This is an optimization exercise on Yosys and OpenROAD, whose aim is small area, not a production implementation. Function was checked by simulation only, so behaviour that the tests miss may differ from the original.

==> flow/design.v <==
package decode_pkg;
  localparam int OP_W = 16;
  localparam logic [5:0] OP_ADD  = 6'd0;
  localparam logic [5:0] OP_SUB  = 6'd1;
  localparam logic [5:0] OP_LI   = 6'd2;
  localparam logic [5:0] OP_SHL  = 6'd3;
  localparam logic [5:0] OP_SHR  = 6'd4;
  localparam logic [5:0] OP_AND  = 6'd5;
  localparam logic [5:0] OP_OR   = 6'd6;
  localparam logic [5:0] OP_XOR  = 6'd7;
  localparam logic [5:0] OP_BEQ  = 6'd8;
  localparam logic [5:0] OP_BNE  = 6'd9;
  localparam logic [5:0] OP_MOV  = 6'd10;
  localparam logic [5:0] OP_ADDI = 6'd11;
  localparam logic [5:0] OP_MUL  = 6'd12;
  localparam logic [5:0] OP_HALT = 6'd13;
  localparam logic [5:0] OP_NOP  = 6'd14;
  localparam int BIT_ADD  = 0;
  localparam int BIT_SUB  = 1;
  localparam int BIT_LI   = 2;
  localparam int BIT_SHL  = 3;
  localparam int BIT_SHR  = 4;
  localparam int BIT_AND  = 5;
  localparam int BIT_OR   = 6;
  localparam int BIT_XOR  = 7;
  localparam int BIT_BEQ  = 8;
  localparam int BIT_BNE  = 9;
  localparam int BIT_MOV  = 10;
  localparam int BIT_ADDI = 11;
  localparam int BIT_MUL  = 12;
  localparam int BIT_HALT = 13;
  localparam int BIT_NOP  = 14;
  localparam logic [OP_W-1:0] OP_ONEHOT_NOP = 16'h4000;
  typedef struct packed {
    logic wr;
    logic use_rt;
  } dst_info_t;
  function automatic logic [1:0] dst_info(input logic [5:0] op);
    logic wr;
    logic use_rt;
    wr     = 1'b0;
    use_rt = 1'b0;
    case (op)
      OP_ADD, OP_SUB, OP_SHL, OP_SHR, OP_AND,
      OP_OR, OP_XOR, OP_MOV, OP_MUL: wr = 1'b1;
      OP_LI, OP_ADDI: begin
        wr     = 1'b1;
        use_rt = 1'b1;
      end
      default: ;
    endcase
    dst_info = {wr, use_rt};
  endfunction
  function automatic logic [OP_W-1:0] op_onehot(input logic [5:0] op);
    logic [OP_W-1:0] oh;
    oh = '0;
    if (op <= OP_NOP) oh[op[3:0]] = 1'b1;
    else              oh[BIT_NOP] = 1'b1;
    op_onehot = oh;
  endfunction
endpackage
module regfile_bypass #(
  parameter  int DATA_W  = 32,
  parameter  int REG_CNT = 32,
  localparam int RA_W    = $clog2(REG_CNT)
) (
  input  logic                      clock,
  input  logic                      reset,
  input  logic                      wr_en,
  input  logic [RA_W-1:0]           wr_addr,
  input  logic [DATA_W-1:0]         wr_data,
  output logic [REG_CNT*DATA_W-1:0] regs_q
);
  for (genvar r = 0; r < REG_CNT; r++) begin : g_reg
    logic              hit;
    logic              we;
    logic              keep;
    logic [DATA_W-1:0] q;
    assign hit  = wr_en && (wr_addr == RA_W'(r));
    assign we   = !reset && hit;
    assign keep = !reset && !hit;
    always_ff @(posedge clock) begin
      q <= ({DATA_W{we}} & wr_data) | ({DATA_W{keep}} & q);
    end
    assign regs_q[r*DATA_W +: DATA_W] = q;
  end
endmodule
import decode_pkg::*;
module decode_stage #(
  parameter  int DATA_W  = 32,
  parameter  int PC_W    = 32,
  parameter  int REG_CNT = 32,
  localparam int RA_W    = $clog2(REG_CNT)
) (
  input  logic              clock,
  input  logic              reset,
  input  logic              if_valid,
  output logic              if_ready,
  input  logic [31:0]       if_instr,
  input  logic [PC_W-1:0]   if_pc,
  input  logic              wb_en,
  input  logic [RA_W-1:0]   wb_addr,
  input  logic [DATA_W-1:0] wb_data,
  input  logic              flush,
  output logic              ex_valid,
  input  logic              ex_ready,
  output logic [PC_W-1:0]   ex_pc,
  output logic [OP_W-1:0]   ex_op,
  output logic [DATA_W-1:0] ex_a,
  output logic [DATA_W-1:0] ex_b,
  output logic [RA_W-1:0]   ex_dst,
  output logic              ex_wr,
  output logic [DATA_W-1:0] ex_imm,
  output logic              halted
);
  logic [5:0]                op;
  logic [RA_W-1:0]           rs;
  logic [RA_W-1:0]           rt;
  logic [RA_W-1:0]           rd;
  logic [15:0]               imm;
  logic [3:0]                code_in;
  logic                      use_rt_in;
  logic [REG_CNT*DATA_W-1:0] regs;
  logic [REG_CNT-1:0]        busy;
  logic                      ex_valid_q;
  logic                      halted_q;
  logic [3:0]                code_q;
  logic [RA_W-1:0]           dst_q;
  logic [15:0]               imm_q;
  logic [PC_W-1:0]           pc_q;
  logic [DATA_W-1:0]         a_q;
  logic [DATA_W-1:0]         b_q;
  logic                      ld;
  logic                      hold;
  logic                      ld_f;
  logic                      hold_f;
  logic                      issue;
  logic                      accept;
  logic                      stall;
  logic                      wr_q;
  logic                      byp_a;
  logic                      byp_b;
  logic [REG_CNT-1:0]        dec_a;
  logic [REG_CNT-1:0]        dec_b;
  logic [REG_CNT-1:0]        dec_wb;
  logic [REG_CNT-1:0]        dec_dst;
  logic [REG_CNT-1:0]        sel_a;
  logic [REG_CNT-1:0]        sel_b;
  logic                      busy_a;
  logic                      busy_b;
  logic                      rs_hazard;
  logic                      rt_hazard;
  logic [DATA_W-1:0]         a_d;
  logic [DATA_W-1:0]         b_d;
  assign op  = if_instr[31:26];
  assign rs  = if_instr[21 +: RA_W];
  assign rt  = if_instr[16 +: RA_W];
  assign rd  = if_instr[11 +: RA_W];
  assign imm = if_instr[15:0];
  assign code_in   = (op > 6'd14) ? 4'd14 : op[3:0];
  assign use_rt_in = (code_in == 4'd2) || (code_in == 4'd11);
  regfile_bypass #(
    .DATA_W  (DATA_W),
    .REG_CNT (REG_CNT)
  ) u_regfile (
    .clock   (clock),
    .reset   (reset),
    .wr_en   (wb_en),
    .wr_addr (wb_addr),
    .wr_data (wb_data),
    .regs_q  (regs)
  );
  assign wr_q = !((code_q == 4'd8) || (code_q == 4'd9) ||
                  (code_q == 4'd13) || (code_q == 4'd14));
  assign issue  = ex_valid_q && ex_ready;
  assign ld     = !ex_valid_q || ex_ready;
  assign hold   = !ld;
  assign ld_f   = ld && !reset;
  assign hold_f = !ld && !reset;
  for (genvar r = 0; r < REG_CNT; r++) begin : g_dec
    assign dec_a[r]   = (rs == RA_W'(r));
    assign dec_b[r]   = (rt == RA_W'(r));
    assign dec_wb[r]  = wb_en && (wb_addr == RA_W'(r));
    assign dec_dst[r] = issue && wr_q && (dst_q == RA_W'(r));
  end
  assign byp_a = wb_en && (wb_addr == rs);
  assign byp_b = wb_en && (wb_addr == rt);
  assign busy_a = |(dec_a & busy);
  assign busy_b = |(dec_b & busy);
  assign rs_hazard = (busy_a && !byp_a) || (ex_valid_q && wr_q && (dst_q == rs));
  assign rt_hazard = (busy_b && !byp_b) || (ex_valid_q && wr_q && (dst_q == rt));
  assign stall     = rs_hazard || rt_hazard;
  assign if_ready = !reset && !halted_q && !stall && ld;
  assign accept   = if_valid && if_ready;
  assign sel_a = dec_a & {REG_CNT{ld && !byp_a}};
  assign sel_b = dec_b & {REG_CNT{ld && !byp_b}};
  always_comb begin
    a_d = ({DATA_W{ld && byp_a}} & wb_data) | ({DATA_W{hold}} & a_q);
    b_d = ({DATA_W{ld && byp_b}} & wb_data) | ({DATA_W{hold}} & b_q);
    for (int r = 0; r < REG_CNT; r++) begin
      a_d = a_d | ({DATA_W{sel_a[r]}} & regs[r*DATA_W +: DATA_W]);
      b_d = b_d | ({DATA_W{sel_b[r]}} & regs[r*DATA_W +: DATA_W]);
    end
  end
  always_ff @(posedge clock) begin
    a_q    <= a_d;
    b_q    <= b_d;
    pc_q   <= ({PC_W{ld_f}} & if_pc)     | ({PC_W{hold_f}} & pc_q);
    imm_q  <= ({16{ld_f}}   & imm)       | ({16{hold_f}}   & imm_q);
    code_q <= ({4{ld_f}}    & code_in)   | ({4{hold_f}}    & code_q);
    dst_q  <= ({RA_W{ld_f}} & (use_rt_in ? rt : rd)) | ({RA_W{hold_f}} & dst_q);
  end
  always_ff @(posedge clock) begin
    busy <= {REG_CNT{!reset}} & ((busy & ~dec_wb) | dec_dst);
  end
  always_ff @(posedge clock) begin
    ex_valid_q <= !reset && !flush && (accept || (ex_valid_q && !ex_ready));
    halted_q   <= !reset && (halted_q || (issue && (code_q == 4'd13)));
  end
  assign ex_valid = ex_valid_q;
  assign halted   = halted_q;
  assign ex_pc    = pc_q;
  assign ex_a     = a_q;
  assign ex_b     = b_q;
  assign ex_dst   = dst_q;
  assign ex_wr    = wr_q;
  assign ex_imm   = {{(DATA_W-16){imm_q[15]}}, imm_q};
  for (genvar i = 0; i < OP_W; i++) begin : g_op
    if (i <= BIT_NOP) begin : g_on
      assign ex_op[i] = (code_q == 4'(i));
    end else begin : g_off
      assign ex_op[i] = 1'b0;
    end
  end
endmodule
export LEC_CHECK = 0
export CAP_MARGIN = 20
export CORE_MARGIN = 2
export CORE_UTILIZATION = 35
export PLACE_DENSITY = 0.4
export SLEW_MARGIN = 20
create_clock -name core_clock -period 5.0 [get_ports {clock}]
standard.sh (not shown) runs the stock make flow with config.mk's settings and CLKGATE_MAP_FILE= SYNTH_SCRIPT=/design/flow/synth_recipe.tcl, a recipe that flattens the netlist after the stock synthesis.
==> flow/flow/run.sh <==
#!/bin/bash
# Own layout flow: the standard flow (standard.sh) with these changes, all
# made through ORFS's own variables or a wrapper around the standard synthesis:
#  - synthesis is synth_recipe.tcl unchanged, except that the final ABC
#    technology mapping of the combinational logic uses flow/area.abc, an
#    area-oriented script (flip-flops are mapped by dfflibmap before ABC, so
#    the registers, their names and cell types are the standard ones);
#  - the port buffers are buf_1 cells instead of ORFS's default choice;
#  - after global routing, ORFS's power recovery (RECOVER_POWER) downsizes
#    gates off the critical paths;
#  - CTS uses clkbuf_16 with sink clusters of at most 22 within 100 um and no dummy loads.
# make's full output goes to flow_make.log here; each ORFS step also writes
# its own log under orfs/logs/.
set -euo pipefail
here=$(pwd)
orig=$(grep -o 'SYNTH_SCRIPT=[^ ]*' standard.sh | head -1 | cut -d= -f2)
test -n "$orig"
cat > "$here/area_synth.tcl" <<EOT
proc abc {args} {
  set i [lsearch \$args -script]
  if {\$i >= 0} { lset args [expr {\$i + 1}] $here/flow/area.abc }
  yosys abc {*}\$args
}
source $orig
EOT
sed "s#SYNTH_SCRIPT=[^ ]*#SYNTH_SCRIPT=$here/area_synth.tcl#" standard.sh > area_standard.sh
export BUFFER_PORTS_ARGS="-buffer_cell sky130_fd_sc_hd__buf_1"
export RECOVER_POWER=100
export CTS_ARGS="-sink_clustering_enable -repair_clock_nets -dont_use_dummy_load -buf_list sky130_fd_sc_hd__clkbuf_16 -sink_clustering_size 22 -sink_clustering_max_diameter 100"
bash area_standard.sh > flow_make.log 2>&1
==> flow/flow/area.abc <==
strash
dc2
&get -n
&st
&dch -f
&nf -R 1000
&put
&get -n
&st
&dch -f
&nf -R 1000
&put
&get -n
&st
&dch -f
&nf -R 1000
&put
&get -n
&st
&dch -f
&nf -R 1000
&put
topo
The baseline finished with capacitance limit, slew limit, setup timing left.
Rerun with:
--- a/flow/flow/run.sh
+++ b/flow/flow/run.sh
@@ -9,2 +8,0 @@
-#  - after global routing, ORFS's power recovery (RECOVER_POWER) downsizes
-#    gates off the critical paths;
@@ -28 +25,0 @@
-export RECOVER_POWER=100
With this change the flow went through all stages and came out clean. Clock-buffer cell count does not change. Via count grows by 0.48%. Design area climbs by 0.66%. Synthesized area does not change.

==> afterwards: timing with drivers on the ports <==
The results above use ideal ports. As a check the final layouts listed here were re-extracted and re-timed, cells and wires unchanged.
Step 1 assumes that a clkbuf_16 drives the clock port and a buf_2 every other input.
Step 2 also shifts input and output timing later by t, the mid clock arrival at the registers, as if the neighbouring blocks saw the same clock.
a / b / c = ideal ports / drivers / drivers and shift; a / b = the first two.
run	t, ns	slack for setup (ns)	hold slack, ns	slew at the worst register clock pin (ns)
the first run	0.823	-0.029 / 0.032 / -0.791	0.440 / 0.382 / 0.475	0.11 / 0.11
the second run	0.817	0.376 / 0.348 / -0.059	0.446 / 0.388 / 0.475	0.11 / 0.11
With both steps, setup timing fails in the second run, where it was met with ideal ports. The setup slack of the first run, which loses most, moves by +0.061 ns with the drivers and by -0.762 ns with both steps.
